This design comes from an exercise in tuning for a short achievable clock period, few clock cycles and low power on the open sky130 flow, not from production work. RTL that was checked went through simulation tests only; none was proved equivalent to the original. Power figures rest on the tool's default switching activity, not on a simulated workload.

Setup of old:
// mac_vector_engine
module mac_vector_engine (
  input logic clk,
  input logic reset_n,
  input logic start,
  input logic clear,
  input logic [9:0] vec_len,
  input logic signed [47:0] bias,
  input logic in_valid,
  input logic [35:0] in_a,
  input logic [35:0] in_b,
  input logic out_ready,
  output logic busy,
  output logic in_ready,
  output logic out_valid,
  output logic signed [17:0] out_data,
  output logic signed [47:0] out_acc,
  output logic acc_overflow
);
  localparam int NST = 2;    
  localparam int HOLD = 3;  
  logic busy_q, ir_q, pv_q, inf_q, ov_q, nf_q;
  logic [9:0] plen_q, rem_q;
  logic [$clog2(HOLD+1)-1:0] hc_q;
  logic [47:0] bias_q;
  logic res_done;
  wire cur = !nf_q;   
  wire pl0 = plen_q == 10'd0, pl1 = plen_q == 10'd1, pl2 = plen_q == 10'd2;
  wire r1 = rem_q == 10'd1, r2 = rem_q == 10'd2;
  wire pseudo = !cur && pv_q && pl0 && !inf_q;   
  wire [9:0] rem_m1 = (cur ? rem_q : plen_q) - 10'd1;
  wire blast_t = cur ? r1 : pl1;                 
  wire hc_hi = hc_q > 1;
  wire take = in_valid && ir_q;
  wire pop = ov_q && out_ready;
  wire accept = start && !busy_q;               
  wire vl0 = vec_len == 10'd0, vl1 = vec_len == 10'd1;
  wire infn = inf_q && !pop;
  wire consume = (take && !cur) || pseudo;      
  wire bfirst = consume;
  wire blast = pseudo || (take && blast_t);
  wire nl_t = cur ? (r1 ? (pv_q ? pl1 : (accept && vl1)) : r2) : (!pl1 && pl2);
  wire inf_t = blast_t || infn;
  wire nl_n = cur ? r1 : (pv_q ? pl1 : (accept && vl1));
  wire inf_n = pseudo || infn;
  always_ff @(posedge clk or negedge reset_n) begin
    if (!reset_n) begin
      busy_q <= 1'b0;
  ...
For scale: ~520 flip-flops, ~210 I/O pins.
==> flow/config.mk <==
export PLATFORM = sky130hd
export DESIGN_NAME = mac_vector_engine
export DESIGN_NICKNAME = mac_vector_engine
export VERILOG_FILES = /design/flow/design.v
export SDC_FILE = /design/flow/constraint.sdc
export NUM_CORES = 4
export LEC_CHECK = 0
export ABC_CLOCK_PERIOD_IN_PS = 2900
export CAP_MARGIN = 20
export CORE_MARGIN = 2
export CORE_UTILIZATION = 60
export CTS_BUF_LIST = sky130_fd_sc_hd__clkbuf_16
export CTS_CLUSTER_DIAMETER = 70
export CTS_CLUSTER_SIZE = 40
export SETUP_SLACK_MARGIN = 4.2
export SLEW_MARGIN = 20
==> flow/constraint.sdc <==
create_clock -name core_clock -period 7.0 [get_ports {clk}]
set_input_delay 1.4000 -clock core_clock [delete_from_list [all_inputs] [get_ports {clk}]]
set_output_delay 1.4000 -clock core_clock [all_outputs]
set_load 0.01 [all_outputs]
run.sh (not shown) runs the stock make flow with config.mk's settings and CLKGATE_MAP_FILE= SYNTH_SCRIPT=/design/flow/synth_recipe.tcl, a recipe that flattens the netlist after the stock synthesis.
old went all the way through synthesis, placement and routing and the layout is clean on timing, DRC and antenna.
> inputs changed (old -> new)
diff --git a/flow/design.v b/flow/design.v
--- a/flow/design.v
+++ b/flow/design.v
@@ -2043,40 +2043,34 @@
       plen_q <= vec_len;
       bias_q <= bias;
     end
   end
   logic [35:0] a_q;
   logic [17:0] one_q, two_q, neg_q;
   logic rb_q;
   always_ff @(posedge clk) begin
-    a_q <= take ? in_a : '0;
+    a_q <= in_valid ? in_a : '0;
     rb_q <= take;
     for (int l = 0; l < 2; l++)
       for (int i = 0; i < 9; i++) begin
-        one_q[l*9+i] <= take && (in_b[l*18+2*i] ^ (i == 0 ? 1'b0 : in_b[l*18+2*i-1]));
-        two_q[l*9+i] <= take && (i == 0 ? (in_b[l*18+1] & ~in_b[l*18])
+        one_q[l*9+i] <= in_valid && (in_b[l*18+2*i] ^ (i == 0 ? 1'b0 : in_b[l*18+2*i-1]));
+        two_q[l*9+i] <= in_valid && (i == 0 ? (in_b[l*18+1] & ~in_b[l*18])
                                : ((in_b[l*18+2*i+1] & ~in_b[l*18+2*i] & ~in_b[l*18+2*i-1]) |
                                   (~in_b[l*18+2*i+1] & in_b[l*18+2*i] & in_b[l*18+2*i-1])));
-        neg_q[l*9+i] <= take && in_b[l*18+2*i+1];
+        neg_q[l*9+i] <= in_valid && in_b[l*18+2*i+1];
       end
   end
   logic [NST:0] fp_q, lp_q;
   always_ff @(posedge clk or negedge reset_n) begin
     if (!reset_n) lp_q <= '0;
     else if (clear) lp_q <= '0;
     else lp_q <= {lp_q[NST-1:0], blast};
   end
   always_ff @(posedge clk) fp_q <= {fp_q[NST-1:0], bfirst};
-  logic [NST:0] vbp_q;
-  logic [2-1:0] vbk_q;
-  always_ff @(posedge clk) begin
-    vbp_q <= {vbp_q[NST-1:0], take};
-    vbk_q <= {vbk_q, vbp_q[NST]};
-  end
   wire fa_q = fp_q[NST], la_q = lp_q[NST];
   logic [2-1:0] fk_q, lk_q;
   always_ff @(posedge clk or negedge reset_n) begin
     if (!reset_n) lk_q <= '0;
     else if (clear) lk_q <= '0;
     else lk_q <= {lk_q, la_q};
   end
   always_ff @(posedge clk) fk_q <= {fk_q, fa_q};
@@ -2228,17 +2222,17 @@
   assign k0_G4[15] = k0_G3[15] | (k0_P3[15] & k0_G3[7]);
   assign k0_P4[15] = k0_P3[15] & k0_P3[7];
   wire [16:0] k0_y = {k0_G4[15], k0_p0 ^ {k0_G4[14:0], 1'b0}};
   wire cg1 = g0[15];   
   wire [16:0] y0 = k0_y;
   logic ca1_q;
   always_ff @(posedge clk) ca1_q <= y0[16];
   always_ff @(posedge clk) begin
-    if (ldn0 || vbp_q[NST]) acc0_q <= ldn0 ? bias_q[15:0] : y0[15:0];
+    acc0_q <= ldn0 ? bias_q[15:0] : y0[15:0];
     if (st0) res_q[15:0] <= y0[15:0];
   end
   logic [15:0] acc1_q;
   wire [15:0] x1 = acc1_q;
   wire [15:0] ps1 = s_t[31:16];
   wire [15:0] pc1 = c_t[31:16];
   wire [15:0] q1_p0 = ps1 ^ pc1;
   wire [15:0] q1_g0 = ps1 & pc1;
@@ -2520,17 +2514,17 @@
   assign k1_P4[14] = k1_P3[14] & k1_P3[6];
   assign k1_G4[15] = k1_G3[15] | (k1_P3[15] & k1_G3[7]);
   assign k1_P4[15] = k1_P3[15] & k1_P3[7];
   wire [16:0] k1_y = {k1_G4[15], k1_p0 ^ {k1_G4[14:0], ca1_q}};
   wire [16:0] y1 = k1_y;
   logic ca2_q;
   always_ff @(posedge clk) ca2_q <= y1[16];
   always_ff @(posedge clk) begin
-    if (ldn1 || vbk_q[0]) acc1_q <= ldn1 ? bias_q[31:16] : y1[15:0];
+    acc1_q <= ldn1 ? bias_q[31:16] : y1[15:0];
     if (st1) res_q[31:16] <= y1[15:0];
   end
   logic [15:0] acc2_q;
   wire [15:0] x2 = acc2_q;
   logic [15:0] sd2_q [1];
   logic [15:0] cd2_q [1];
   always_ff @(posedge clk) begin
     sd2_q[0] <= s_t[47:32];
@@ -2814,17 +2808,17 @@
   assign k2_P4[13] = k2_P3[13] & k2_P3[5];
   assign k2_G4[14] = k2_G3[14] | (k2_P3[14] & k2_G3[6]);
   assign k2_P4[14] = k2_P3[14] & k2_P3[6];
   assign k2_G4[15] = k2_G3[15] | (k2_P3[15] & k2_G3[7]);
   assign k2_P4[15] = k2_P3[15] & k2_P3[7];
   wire [16:0] k2_y = {k2_G4[15], k2_p0 ^ {k2_G4[14:0], ca2_q}};
   wire [16:0] y2 = k2_y;
   always_ff @(posedge clk) begin
-    if (ldn2 || vbk_q[1]) acc2_q <= ldn2 ? bias_q[47:32] : y2[15:0];
+    acc2_q <= ldn2 ? bias_q[47:32] : y2[15:0];
     if (st2) res_q[47:32] <= y2[15:0];
   end
   wire ovf_step = (x2[15] ^ y2[15]) & (x2[15] ^ x2[14]);
   wire ovf_new = ovf_q | ovf_step;
   always_ff @(posedge clk) begin
     ovf_q <= !ldn2 && ovf_new;
     if (st2) rovf_q <= ovf_new;
   end
## What came out
Summary of new over old: area of the mapped netlist now sits lower, utilization of the core after routing level, final worst setup slack went up, number of clock buffers in the layout dropped about 9%, worst-case register-to-register setup slack went up 140 ps. Commonest non-fill, non-tap cell in the layout = dfxtp_1: new; commonest non-fill, non-tap cell in the layout = a22oi_1: old. On wire length, old loses to new. old -> new: share of flip-flops with an asynchronous set or reset flat. Compared with old, in new critical path depth now sits lower, starting density of the core decreased by 0.16 points relative to the old numbers.
No run of this note included a check of the RTL's function; only the layout flow was run.


sierra:
Another version of the RTL of mac_vector_engine (not shown whole).
For scale: ~210 I/O pins, roughly 32000 sq um of cells after synthesis.
// mac_vector_engine
module mac_vector_engine (
  input logic clk,
  input logic reset_n,
  input logic start,
  input logic clear,
  input logic [9:0] vec_len,
  input logic signed [47:0] bias,
  input logic in_valid,
  input logic [35:0] in_a,
  input logic [35:0] in_b,
  input logic out_ready,
  output logic busy,
  output logic in_ready,
  output logic out_valid,
  output logic signed [17:0] out_data,
  output logic signed [47:0] out_acc,
  output logic acc_overflow
);
clock: 7.0 ns
lec_check: 0
abc_clock_period_in_ps: 2900
cap_margin: 20
core_margin: 2
core_utilization: 60
cts_buf_list: sky130_fd_sc_hd__clkbuf_16
cts_cluster_diameter: 70
cts_cluster_size: 40
setup_slack_margin: 4.2
slew_margin: 20
Testbench counts of sierra, summed over its fixed seeds: cycles 12,350.
Here is what was changed in the inputs of xenon compared with sierra.
diff --git a/flow/design.v b/flow/design.v
--- a/flow/design.v
+++ b/flow/design.v
@@ -1986,26 +1986,26 @@
   input logic out_ready,
   output logic busy,
   output logic in_ready,
   output logic out_valid,
   output logic signed [17:0] out_data,
   output logic signed [47:0] out_acc,
   output logic acc_overflow
 );
   localparam int NST = 2;    
   localparam int HOLD = 3;  
-  logic busy_q, ir_q, pv_q, inf_q, ov_q;
+  logic busy_q, ir_q, pv_q, inf_q, ov_q, nf_q;
   logic [9:0] plen_q, rem_q;
   logic [$clog2(HOLD+1)-1:0] hc_q;
   logic [47:0] bias_q;
   logic res_done;
-  wire cur = rem_q != '0;
+  wire cur = !nf_q;   
   wire pl0 = plen_q == 10'd0, pl1 = plen_q == 10'd1, pl2 = plen_q == 10'd2;
   wire r1 = rem_q == 10'd1, r2 = rem_q == 10'd2;
   wire pseudo = !cur && pv_q && pl0 && !inf_q;   
   wire [9:0] rem_m1 = (cur ? rem_q : plen_q) - 10'd1;
   wire blast_t = cur ? r1 : pl1;                 
   wire hc_hi = hc_q > 1;
   wire take = in_valid && ir_q;
   wire pop = ov_q && out_ready;
   wire accept = start && !busy_q;               
   wire vl0 = vec_len == 10'd0, vl1 = vec_len == 10'd1;
@@ -2019,49 +2019,51 @@
   wire inf_n = pseudo || infn;
   always_ff @(posedge clk or negedge reset_n) begin
     if (!reset_n) begin
       busy_q <= 1'b0;
       ir_q <= 1'b0;
       pv_q <= 1'b0;
       inf_q <= 1'b0;
       ov_q <= 1'b0;
       rem_q <= '0;
       hc_q <= '0;
+      nf_q <= 1'b1;
     end else begin
       busy_q <= !clear && (accept || pv_q || hc_hi);
       ir_q <= !clear && !(take ? (nl_t && inf_t) : (nl_n && inf_n));
       pv_q <= !clear && (accept || (pv_q && !consume));
       inf_q <= !clear && (blast || infn);
       ov_q <= !clear && (res_done || (ov_q && !pop));
       rem_q <= clear ? '0 : take ? rem_m1 : rem_q;
+      nf_q <= clear || (take ? blast_t : nf_q);
       hc_q <= clear ? '0 : consume ? HOLD[$clog2(HOLD+1)-1:0] : hc_q - {{($clog2(HOLD+1)-1){1'b0}}, hc_q != '0};
     end
   end
   always_ff @(posedge clk) begin
     if (!busy_q) begin
       plen_q <= vec_len;
       bias_q <= bias;
     end
   end
   logic [35:0] a_q;
   logic [17:0] one_q, two_q, neg_q;
   logic rb_q;
   always_ff @(posedge clk) begin
-    a_q <= in_valid ? in_a : '0;
+    a_q <= take ? in_a : '0;
     rb_q <= take;
     for (int l = 0; l < 2; l++)
       for (int i = 0; i < 9; i++) begin
-        one_q[l*9+i] <= in_valid && (in_b[l*18+2*i] ^ (i == 0 ? 1'b0 : in_b[l*18+2*i-1]));
-        two_q[l*9+i] <= in_valid && (i == 0 ? (in_b[l*18+1] & ~in_b[l*18])
+        one_q[l*9+i] <= take && (in_b[l*18+2*i] ^ (i == 0 ? 1'b0 : in_b[l*18+2*i-1]));
+        two_q[l*9+i] <= take && (i == 0 ? (in_b[l*18+1] & ~in_b[l*18])
                                : ((in_b[l*18+2*i+1] & ~in_b[l*18+2*i] & ~in_b[l*18+2*i-1]) |
                                   (~in_b[l*18+2*i+1] & in_b[l*18+2*i] & in_b[l*18+2*i-1])));
-        neg_q[l*9+i] <= in_valid && in_b[l*18+2*i+1];
+        neg_q[l*9+i] <= take && in_b[l*18+2*i+1];
       end
   end
   logic [NST:0] fp_q, lp_q;
   always_ff @(posedge clk or negedge reset_n) begin
     if (!reset_n) lp_q <= '0;
     else if (clear) lp_q <= '0;
     else lp_q <= {lp_q[NST-1:0], blast};
   end
   always_ff @(posedge clk) fp_q <= {fp_q[NST-1:0], bfirst};
   wire fa_q = fp_q[NST], la_q = lp_q[NST];
Findings:
On xenon: longest individual stage delay on the worst path is 0.18 ns lower than what sierra gave.
Against sierra, xenon reports a first-pass GRT wire length that is higher.
Compared with sierra, post-layout instance count excluding filler cells in xenon increased slightly.
The minimum clock period after layout number comes out lower for sierra vs xenon.
Delta (xenon minus sierra): cell area saw an increase; length in cells of the worst reg-to-reg path rose by 8; count of final max-slew check failures about even; leakage power summed over all cells rose about 0.8%.
xenon against sierra: fmax went down, total power consumption of the routed design lower.
Testbench counts of xenon, summed over its fixed seeds: cycles 12,350.

[afterwards: timing with drivers on the ports]
Ports are ideal in the flow. The routed layouts listed here were re-timed in OpenROAD. Step 1 assumes that a clkbuf_16 drives the clock port and a buf_2 every other input. Step 2, shift: input delay + t, output delay - t, t = (earliest + latest rising clock arrival at the registers) / 2. This alone moves slack from input paths to output paths. a / b / c = ideal / step 1 / step 2; a / b = the first two.
run	t (ns)	setup slack, ns	latest minus earliest clock arrival (ns)	slew at the worst register clock pin (ns)	worst data-port slew with drivers (ns)
old	0.641	4.016 / 4.016 / 3.736	0.030 / 0.030	0.11 / 0.11	0.07
new	0.699	4.154 / 4.154 / 3.734	0.032 / 0.033	0.12 / 0.12	0.07
sierra	0.701	4.199 / 4.180 / 3.665	0.028 / 0.027	0.10 / 0.10	0.08
xenon	0.683	4.141 / 4.141 / 3.713	0.041 / 0.041	0.12 / 0.12	0.08
After both steps setup and hold are still met in every run listed. For sierra, which loses most, drivers alone change the setup slack by -0.019 ns; drivers and shift together by -0.534 ns.
